What follows belongs to an exercise in optimizing a design on an open flow for small area, a short achievable clock period and few clock cycles per item; a production flow would make more cautious choices.
Function was checked by simulation only, so behaviour that the tests miss may differ from the original.

Setup of run 1:
==> flow/design.v <==
package nps_pkg;
  localparam int MAX_PROCS = 16;
  localparam int IDX_W     = $clog2(MAX_PROCS);
  localparam int CNT_W     = $clog2(MAX_PROCS + 1);
  localparam int ARR_W  = 16;
  localparam int PRI_W  = 8;
  localparam int BUR_W  = 16;
  localparam int TIME_W = 21;
  localparam int JOB_W  = 5;
  typedef struct packed {
    logic             load_job;
    logic             scan_start;
    logic             rd_en;
    logic [IDX_W-1:0] rd_addr;
    logic             decide;
    logic             first;
    logic             calc_tat;
    logic             emit;
    logic             last;
    logic             finish;
  } ctl_cmd_t;
  typedef struct packed {
    logic [CNT_W-1:0] job_count;
    logic             out_busy;
  } dp_sts_t;
endpackage
import nps_pkg::*;
module nonpreemptive_priority_scheduler_top (
  input  logic                        clk,
  input  logic                        rst_n,
  input  logic                        in_valid,
  output logic                        in_stall,
  input  logic [nps_pkg::ARR_W-1:0]   in_arrival_time,
  input  logic [nps_pkg::PRI_W-1:0]   in_priority_req,
  input  logic [nps_pkg::BUR_W-1:0]   in_burst_time,
  input  logic                        in_last_job,
  output logic                        out_valid,
  input  logic                        out_stall,
  output logic [nps_pkg::JOB_W-1:0]   out_job_number,
  output logic [nps_pkg::TIME_W-1:0]  out_completion_time,
  output logic [nps_pkg::TIME_W-1:0]  out_turnaround_time,
  output logic [nps_pkg::TIME_W-1:0]  out_waiting_time,
  output logic                        out_last_result
);
  localparam int NP = MAX_PROCS;
  localparam int QD = 3;                 
  localparam int QW = $clog2(QD + 1);
  localparam int QP = $clog2(QD);
  localparam int HW = TIME_W - ARR_W;    
  function automatic logic [1:0] cmp_tree(input logic [31:0] a, input logic [31:0] b,
                                          input int w);
    logic [31:0] g, e;
    for (int i = 0; i < 32; i++) begin
      g[i] = (i < w) ? (a[i] & ~b[i]) : 1'b0;
      e[i] = (i < w) ? ~(a[i] ^ b[i]) : 1'b1;
    end
    for (int s = 1; s < 32; s = s * 2) begin
      for (int i = 0; i + s < 32; i = i + 2 * s) begin
        g[i] = g[i+s] | (e[i+s] & g[i]);
        e[i] = e[i+s] & e[i];
      end
    end
    cmp_tree = {g[0], e[0]};
  endfunction
  function automatic logic [ARR_W:0] add_pf(input logic [ARR_W-1:0] a, input logic [ARR_W-1:0] b);
    logic [ARR_W-1:0] g, p, gg, pp;
    g  = a & b;
    p  = a ^ b;
    gg = g;
    pp = p;
    for (int s = 1; s < ARR_W; s = s * 2) begin
      for (int i = 0; i < ARR_W; i++) begin
        if ((i / s) % 2 == 1) begin
          gg[i] = gg[i] | (pp[i] & gg[(i / s) * s - 1]);
          pp[i] = pp[i] & pp[(i / s) * s - 1];
        end
      end
    end
    add_pf = {gg[ARR_W-1], p ^ {gg[ARR_W-2:0], 1'b0}};
  endfunction
  logic [ARR_W-1:0] e_arr [NP];
  logic [PRI_W-1:0] e_pri [NP];
  logic [BUR_W-1:0] e_bur [NP];
  logic [IDX_W-1:0] e_num [NP];
  logic [NP-1:0]    done_r;
  logic [CNT_W-1:0] occ_r;               
  logic [CNT_W-1:0] lo_r;                
  logic [CNT_W-1:0] nrem_r;              
  logic [CNT_W-1:0] nopen_r;             
  logic [ARR_W-1:0] omin_r;              
  logic [CNT_W-1:0] q_n   [QD];
  logic [ARR_W-1:0] q_min [QD];
  logic [QW-1:0]    q_cnt_r;
  logic [QP-1:0]    q_rd_r, q_wr_r;
  logic [TIME_W-1:0] t_r;                
  logic              srch_r;             
  logic              a_v_r;
  logic [TIME_W-1:0] a_ct_r;
  logic [ARR_W-1:0]  a_arr_r;
  logic [TIME_W-1:0] a_st_r;
  logic [IDX_W-1:0]  a_num_r;
  logic              a_last_r;
  logic              ov_r;
  logic [JOB_W-1:0]  onum_r;
  logic [TIME_W-1:0] oct_r, otat_r, owt_r;
  logic              olast_r;
  logic             iv_r;
  logic [ARR_W-1:0] i_arr;
  logic [PRI_W-1:0] i_pri;
  logic [BUR_W-1:0] i_bur;
  logic             i_last;
  logic          igo, keep, close;
  logic          q_full, room;
  logic [NP-1:0] up;                     
  assign q_full   = (q_cnt_r == QW'(QD));
  assign room     = (nopen_r == CNT_W'(NP)) || hole;
  assign igo      = iv_r && room && !(i_last && q_full);
  assign keep     = igo && (nopen_r != CNT_W'(NP));
  assign close    = igo && i_last;
  assign in_stall = iv_r && !igo;
  always_ff @(posedge clk) begin
    if (!rst_n) begin
      iv_r <= 1'b0;
    end else if (!in_stall) begin
      iv_r <= in_valid;
    end
  end
  always_ff @(posedge clk) begin
    if (!in_stall) begin
      i_arr  <= in_arrival_time;
      i_pri  <= in_priority_req;
      i_bur  <= in_burst_time;
      i_last <= in_last_job;
    end
  end
  always_comb begin
    for (int i = 0; i < NP; i++) begin
      logic [1:0] c;
      c = cmp_tree(32'({i_pri, ~i_arr}), 32'({e_pri[i], ~e_arr[i]}),
                   PRI_W + ARR_W);
      up[i] = (CNT_W'(i) >= nopen_r) || !c[1];
    end
  end
  localparam int VW = (ARR_W + 1) + ARR_W + IDX_W;    
  logic [NP-1:0]     act, rdy, above, onehot, aabove, afirst;
  logic [VW-1:0]     tv  [2*NP];          
  logic [2*NP-1:0]   tr;                  
  logic              any;
  logic              a_free, b_take, pick;
  logic [ARR_W:0]    p_sum;
  logic [ARR_W-1:0]  p_arr, f_arr;
  logic [IDX_W-1:0]  p_num;
  logic [HW-1:0]     t_hi1;
  logic [TIME_W-1:0] ct;
  logic              activate;
  logic [CNT_W-1:0]  occ_pop;
  logic [NP-1:0]     below;               
  logic              hole, absorb;
  always_comb begin
    for (int i = 0; i < NP; i++) begin
      logic [1:0] c;
      c = cmp_tree(32'(e_arr[i]), 32'(t_r[ARR_W-1:0]), ARR_W);
      act[i] = (CNT_W'(i) >= lo_r) && (CNT_W'(i) < occ_r) && !done_r[i];
      rdy[i] = act[i] && ((t_r[TIME_W-1:ARR_W] != '0) || !(c[1] || (srch_r && c[0])));
      tv[NP+i] = {add_pf(t_r[ARR_W-1:0], e_bur[i]), e_arr[i], e_num[i]};
      tr[NP+i] = rdy[i];
    end
    for (int k = NP - 1; k >= 1; k--) begin
      tr[k] = tr[2*k] | tr[2*k+1];
      tv[k] = tr[2*k+1] ? tv[2*k+1] : tv[2*k];
    end
    tr[0] = 1'b0;
    tv[0] = '0;
    any   = tr[1];
    {p_sum, p_arr, p_num} = tv[1];
    above[NP-1] = 1'b0;
    for (int i = NP - 2; i >= 0; i--) above[i] = above[i+1] | rdy[i+1];
    onehot = rdy & ~above;
    aabove[NP-1] = 1'b0;
    for (int i = NP - 2; i >= 0; i--) aabove[i] = aabove[i+1] | act[i+1];
    afirst = act & ~aabove;
    f_arr = '0;
    for (int i = 0; i < NP; i++) f_arr |= {ARR_W{afirst[i]}} & e_arr[i];
  end
  logic              nz, last1, qne, lastpick;
  logic [TIME_W-1:0] t_any, t_none;
  logic [CNT_W-1:0]  nrem_any, nrem_none;
  assign t_hi1    = t_r[TIME_W-1:ARR_W] + HW'(1);
  assign ct       = {p_sum[ARR_W] ? t_hi1 : t_r[TIME_W-1:ARR_W], p_sum[ARR_W-1:0]};
  assign b_take   = !ov_r || !out_stall;
  assign a_free   = !a_v_r || b_take;
  assign nz       = (nrem_r != '0);
  assign last1    = (nrem_r == CNT_W'(1));
  assign qne      = (q_cnt_r != '0);
  assign lastpick = !srch_r && a_free && last1 && qne;    
  assign pick     = any && !srch_r && a_free;
  assign activate = any ? lastpick : (!nz && qne);
  assign t_any  = srch_r ? TIME_W'(p_arr) :
                  !a_free ? t_r :
                  (last1 && qne) ? TIME_W'(q_min[q_rd_r]) : ct;
  assign t_none = !nz ? (qne ? TIME_W'(q_min[q_rd_r]) : t_r) :
                  srch_r ? t_r : TIME_W'(f_arr);
  assign nrem_any  = (srch_r || !a_free) ? nrem_r :
                     last1 ? (qne ? q_n[q_rd_r] : '0) : nrem_r - CNT_W'(1);
  assign nrem_none = (!nz && qne) ? q_n[q_rd_r] : nrem_r;
  always_comb begin
    occ_pop = '0;
    for (int i = 0; i < NP; i++) begin
      if (CNT_W'(i) < occ_r && !done_r[i]) occ_pop = CNT_W'(i + 1);
    end
  end
  always_comb begin
    logic seen;
    seen = 1'b0;
    for (int i = 0; i < NP; i++) begin
      below[i] = !seen;
      seen = seen | done_r[i] | (CNT_W'(i) >= occ_pop);
    end
    hole = seen;
  end
  always_comb begin
    absorb = 1'b0;
    for (int i = 0; i < NP; i++) begin
      if (below[i] && done_r[i] && CNT_W'(i) < occ_pop) absorb = 1'b1;
    end
  end
  always_ff @(posedge clk) begin
    for (int i = 0; i < NP; i++) begin
      if (keep && up[i] && below[i]) begin
        if (i > 0 && up[(i+NP-1)%NP]) begin
          e_arr[i] <= e_arr[(i+NP-1)%NP];
          e_pri[i] <= e_pri[(i+NP-1)%NP];
          e_bur[i] <= e_bur[(i+NP-1)%NP];
          e_num[i] <= e_num[(i+NP-1)%NP];
        end else begin
          e_arr[i] <= i_arr;
          e_pri[i] <= i_pri;
          e_bur[i] <= i_bur;
          e_num[i] <= nopen_r[IDX_W-1:0];
        end
      end
    end
  end
  always_ff @(posedge clk) begin
    for (int i = 0; i < NP; i++) begin
      logic dn_i, dn_p;
      dn_i = done_r[i] | (pick & onehot[i]);
      dn_p = (i > 0) ? (done_r[(i+NP-1)%NP] | (pick & onehot[(i+NP-1)%NP])) : 1'b0;
      if (keep && up[i] && below[i]) begin
        done_r[i] <= (i > 0 && up[(i+NP-1)%NP]) ? dn_p : 1'b0;
      end else begin
        done_r[i] <= dn_i;
      end
    end
  end
  logic [CNT_W-1:0] nopen_nx;
  logic [ARR_W-1:0] omin_nx;
  logic [CNT_W-1:0] lo_keep, lo_act;
  logic [QW-1:0]    q_cnt_keep, q_cnt_act;
  assign lo_keep    = lo_r + (keep ? CNT_W'(1) : CNT_W'(0));
  assign lo_act     = lo_keep - q_n[q_rd_r];
  assign q_cnt_keep = q_cnt_r + (close ? QW'(1) : QW'(0));
  assign q_cnt_act  = q_cnt_keep - QW'(1);
  always_comb begin
    logic [1:0] c;
    c = cmp_tree(32'(omin_r), 32'(i_arr), ARR_W);
    nopen_nx = nopen_r + (keep ? CNT_W'(1) : CNT_W'(0));
    omin_nx  = omin_r;
    if (keep && (nopen_r == '0 || c[1])) omin_nx = i_arr;
  end
  always_ff @(posedge clk) begin
    if (close) begin
      q_n[q_wr_r]   <= nopen_nx;
      q_min[q_wr_r] <= omin_nx;
    end
    omin_r <= omin_nx;
  end
  always_ff @(posedge clk) begin
    if (!rst_n) begin
      occ_r   <= '0;
      lo_r    <= '0;
      nrem_r  <= '0;
      nopen_r <= '0;
      q_cnt_r <= '0;
      q_rd_r  <= '0;
      q_wr_r  <= '0;
      srch_r  <= 1'b0;
      a_v_r   <= 1'b0;
      ov_r    <= 1'b0;
    end else begin
      occ_r <= occ_pop + ((keep && !absorb) ? CNT_W'(1) : CNT_W'(0));
      lo_r  <= activate ? lo_act : lo_keep;
      nopen_r <= close ? '0 : nopen_nx;
      if (close) q_wr_r <= (q_wr_r == QP'(QD - 1)) ? '0 : q_wr_r + QP'(1);
      if (activate) q_rd_r <= (q_rd_r == QP'(QD - 1)) ? '0 : q_rd_r + QP'(1);
      q_cnt_r <= activate ? q_cnt_act : q_cnt_keep;
      nrem_r <= any ? nrem_any : nrem_none;
      srch_r <= any ? srch_r : (nz && !srch_r);
      if (b_take) ov_r <= a_v_r;
      a_v_r <= pick || (a_v_r && !b_take);
    end
  end
  always_ff @(posedge clk) begin
    t_r <= any ? t_any : t_none;
  end
  always_ff @(posedge clk) begin
    if (a_free) begin
      a_ct_r   <= ct;
      a_arr_r  <= p_arr;
      a_st_r   <= t_r;
      a_num_r  <= p_num;
      a_last_r <= (nrem_r == CNT_W'(1));
    end
    if (b_take) begin
      onum_r  <= JOB_W'(a_num_r) + JOB_W'(1);
      oct_r   <= a_ct_r;
      otat_r  <= a_ct_r - TIME_W'(a_arr_r);
      owt_r   <= a_st_r - TIME_W'(a_arr_r);
      olast_r <= a_last_r;
    end
  end
  assign out_valid           = ov_r;
  assign out_job_number      = onum_r;
  assign out_completion_time = oct_r;
  assign out_turnaround_time = otat_r;
  assign out_waiting_time    = owt_r;
  assign out_last_result     = olast_r;
endmodule
Settings: LEC_CHECK=0, ABC_AREA=1, CAP_MARGIN=20, CORE_MARGIN=2, CORE_UTILIZATION=40, SETUP_SLACK_MARGIN=1.5, SLEW_MARGIN=20; clock period 6.0 ns.
run.sh (not shown) runs the stock make flow with config.mk's settings and CLKGATE_MAP_FILE= SYNTH_SCRIPT=/design/flow/synth_recipe.tcl, a recipe that flattens the netlist after the stock synthesis.
Testbench counts of run 1, summed over its fixed seeds: cycles 21,259, jobs 19,788.
--- input diff run 1..run 3 ---
diff --git a/flow/design.v b/flow/design.v
--- a/flow/design.v
+++ b/flow/design.v
@@ -92,21 +92,21 @@
   logic [ARR_W-1:0] q_min [QD];
   logic [QW-1:0]    q_cnt_r;
   logic [QP-1:0]    q_rd_r, q_wr_r;
   logic [TIME_W-1:0] t_r;                
   logic              srch_r;             
   logic              a_v_r;
+  logic              ov_r;
+  logic [JOB_W-1:0]  onum_r;
+  logic [TIME_W-1:0] oct_r, otat_r, owt_r;
+  logic              olast_r;
   logic [TIME_W-1:0] a_ct_r;
   logic [ARR_W-1:0]  a_arr_r;
   logic [TIME_W-1:0] a_st_r;
   logic [IDX_W-1:0]  a_num_r;
   logic              a_last_r;
-  logic              ov_r;
-  logic [JOB_W-1:0]  onum_r;
-  logic [TIME_W-1:0] oct_r, otat_r, owt_r;
-  logic              olast_r;
   logic             iv_r;
   logic [ARR_W-1:0] i_arr;
   logic [PRI_W-1:0] i_pri;
   logic [BUR_W-1:0] i_bur;
   logic             i_last;
   logic          igo, keep, close;
@@ -131,26 +131,28 @@
       i_pri  <= in_priority_req;
       i_bur  <= in_burst_time;
       i_last <= in_last_job;
     end
   end
   always_comb begin
-    for (int i = 0; i < NP; i++) begin
+    for (int i = 0; i < NP - 1; i++) begin
       logic [1:0] c;
       c = cmp_tree(32'({i_pri, ~i_arr}), 32'({e_pri[i], ~e_arr[i]}),
                    PRI_W + ARR_W);
       up[i] = (CNT_W'(i) >= nopen_r) || !c[1];
     end
+    up[NP-1] = 1'b1;
   end
-  localparam int VW = (ARR_W + 1) + ARR_W + IDX_W;    
+  localparam int VW = ARR_W + 1;          
   logic [NP-1:0]     act, rdy, above, onehot, aabove, afirst;
   logic [VW-1:0]     tv  [2*NP];          
   logic [2*NP-1:0]   tr;                  
   logic              any;
   logic              a_free, b_take, pick;
   logic [ARR_W:0]    p_sum;
+  logic [ARR_W-1:0]  t_add;
   logic [ARR_W-1:0]  p_arr, f_arr;
   logic [IDX_W-1:0]  p_num;
   logic [HW-1:0]     t_hi1;
   logic [TIME_W-1:0] ct;
   logic              activate;
   logic [CNT_W-1:0]  occ_pop;
@@ -159,46 +161,53 @@
   always_comb begin
     for (int i = 0; i < NP; i++) begin
       logic [1:0] c;
       c = cmp_tree(32'(e_arr[i]), 32'(t_r[ARR_W-1:0]), ARR_W);
       act[i] = (CNT_W'(i) >= lo_r) && (CNT_W'(i) < occ_r) && !done_r[i];
       rdy[i] = act[i] && ((t_r[TIME_W-1:ARR_W] != '0) || !(c[1] || (srch_r && c[0])));
-      tv[NP+i] = {add_pf(t_r[ARR_W-1:0], e_bur[i]), e_arr[i], e_num[i]};
+      tv[NP+i] = add_pf(t_add, srch_r ? e_arr[i] : e_bur[i]);
       tr[NP+i] = rdy[i];
     end
     for (int k = NP - 1; k >= 1; k--) begin
       tr[k] = tr[2*k] | tr[2*k+1];
       tv[k] = tr[2*k+1] ? tv[2*k+1] : tv[2*k];
     end
     tr[0] = 1'b0;
     tv[0] = '0;
     any   = tr[1];
-    {p_sum, p_arr, p_num} = tv[1];
+    p_sum = tv[1];
     above[NP-1] = 1'b0;
     for (int i = NP - 2; i >= 0; i--) above[i] = above[i+1] | rdy[i+1];
     onehot = rdy & ~above;
+    p_arr = '0;
+    p_num = '0;
+    for (int i = 0; i < NP; i++) begin
+      p_arr |= {ARR_W{onehot[i]}} & e_arr[i];
+      p_num |= {IDX_W{onehot[i]}} & e_num[i];
+    end
     aabove[NP-1] = 1'b0;
     for (int i = NP - 2; i >= 0; i--) aabove[i] = aabove[i+1] | act[i+1];
     afirst = act & ~aabove;
     f_arr = '0;
     for (int i = 0; i < NP; i++) f_arr |= {ARR_W{afirst[i]}} & e_arr[i];
   end
   logic              nz, last1, qne, lastpick;
   logic [TIME_W-1:0] t_any, t_none;
   logic [CNT_W-1:0]  nrem_any, nrem_none;
+  assign t_add    = srch_r ? '0 : t_r[ARR_W-1:0];
   assign t_hi1    = t_r[TIME_W-1:ARR_W] + HW'(1);
-  assign ct       = {p_sum[ARR_W] ? t_hi1 : t_r[TIME_W-1:ARR_W], p_sum[ARR_W-1:0]};
+  assign ct       = {srch_r ? '0 : p_sum[ARR_W] ? t_hi1 : t_r[TIME_W-1:ARR_W], p_sum[ARR_W-1:0]};
   assign b_take   = !ov_r || !out_stall;
   assign a_free   = !a_v_r || b_take;
   assign nz       = (nrem_r != '0);
   assign last1    = (nrem_r == CNT_W'(1));
   assign qne      = (q_cnt_r != '0);
   assign lastpick = !srch_r && a_free && last1 && qne;    
   assign pick     = any && !srch_r && a_free;
   assign activate = any ? lastpick : (!nz && qne);
-  assign t_any  = srch_r ? TIME_W'(p_arr) :
+  assign t_any  = srch_r ? ct :
                   !a_free ? t_r :
                   (last1 && qne) ? TIME_W'(q_min[q_rd_r]) : ct;
   assign t_none = !nz ? (qne ? TIME_W'(q_min[q_rd_r]) : t_r) :
                   srch_r ? t_r : TIME_W'(f_arr);
   assign nrem_any  = (srch_r || !a_free) ? nrem_r :
                      last1 ? (qne ? q_n[q_rd_r] : '0) : nrem_r - CNT_W'(1);
@@ -308,12 +317,14 @@
       a_ct_r   <= ct;
       a_arr_r  <= p_arr;
       a_st_r   <= t_r;
       a_num_r  <= p_num;
       a_last_r <= (nrem_r == CNT_W'(1));
     end
+  end
+  always_ff @(posedge clk) begin
     if (b_take) begin
       onum_r  <= JOB_W'(a_num_r) + JOB_W'(1);
       oct_r   <= a_ct_r;
       otat_r  <= a_ct_r - TIME_W'(a_arr_r);
       owt_r   <= a_st_r - TIME_W'(a_arr_r);
       olast_r <= a_last_r;
Run 3 against run 1: data required time of the critical path went down 1.74 ns; die area now larger; number of non-clock buffers now sits higher. Clock network latency to the later pin of the worst-skew pair across run 3 and run 1: no real change. Run 1 has a lower worst setup slack than run 3. In the flow results for run 3 and run 1, the routed wire length is larger on run 3.
Testbench counts of run 3, summed over its fixed seeds: cycles 21,259, jobs 19,788.

## port drivers added, routing unchanged
The results above use ideal ports. As a check the final layouts listed here were re-extracted and re-timed, cells and wires unchanged.
Step 1 assumes that a clkbuf_16 drives the clock port and a buf_2 every other input.
Step 2, shift: input delay + t, output delay - t, t = (earliest + latest rising clock arrival at the registers) / 2. This alone moves slack from input paths to output paths.
Three values: ideal ports, drivers, drivers and shift; two values: the first two.
| run | shift t [ns] | slack for setup (ns) | latest minus earliest clock arrival (ns) |
|---|---|---|---|
| run 1 | 0.858 | 1.265 / 1.228 / 1.265 | 0.038 / 0.038 |
| run 3 | 0.863 | 1.394 / 1.308 / 1.442 | 0.048 / 0.048 |
After both steps every run listed still meets setup and hold.
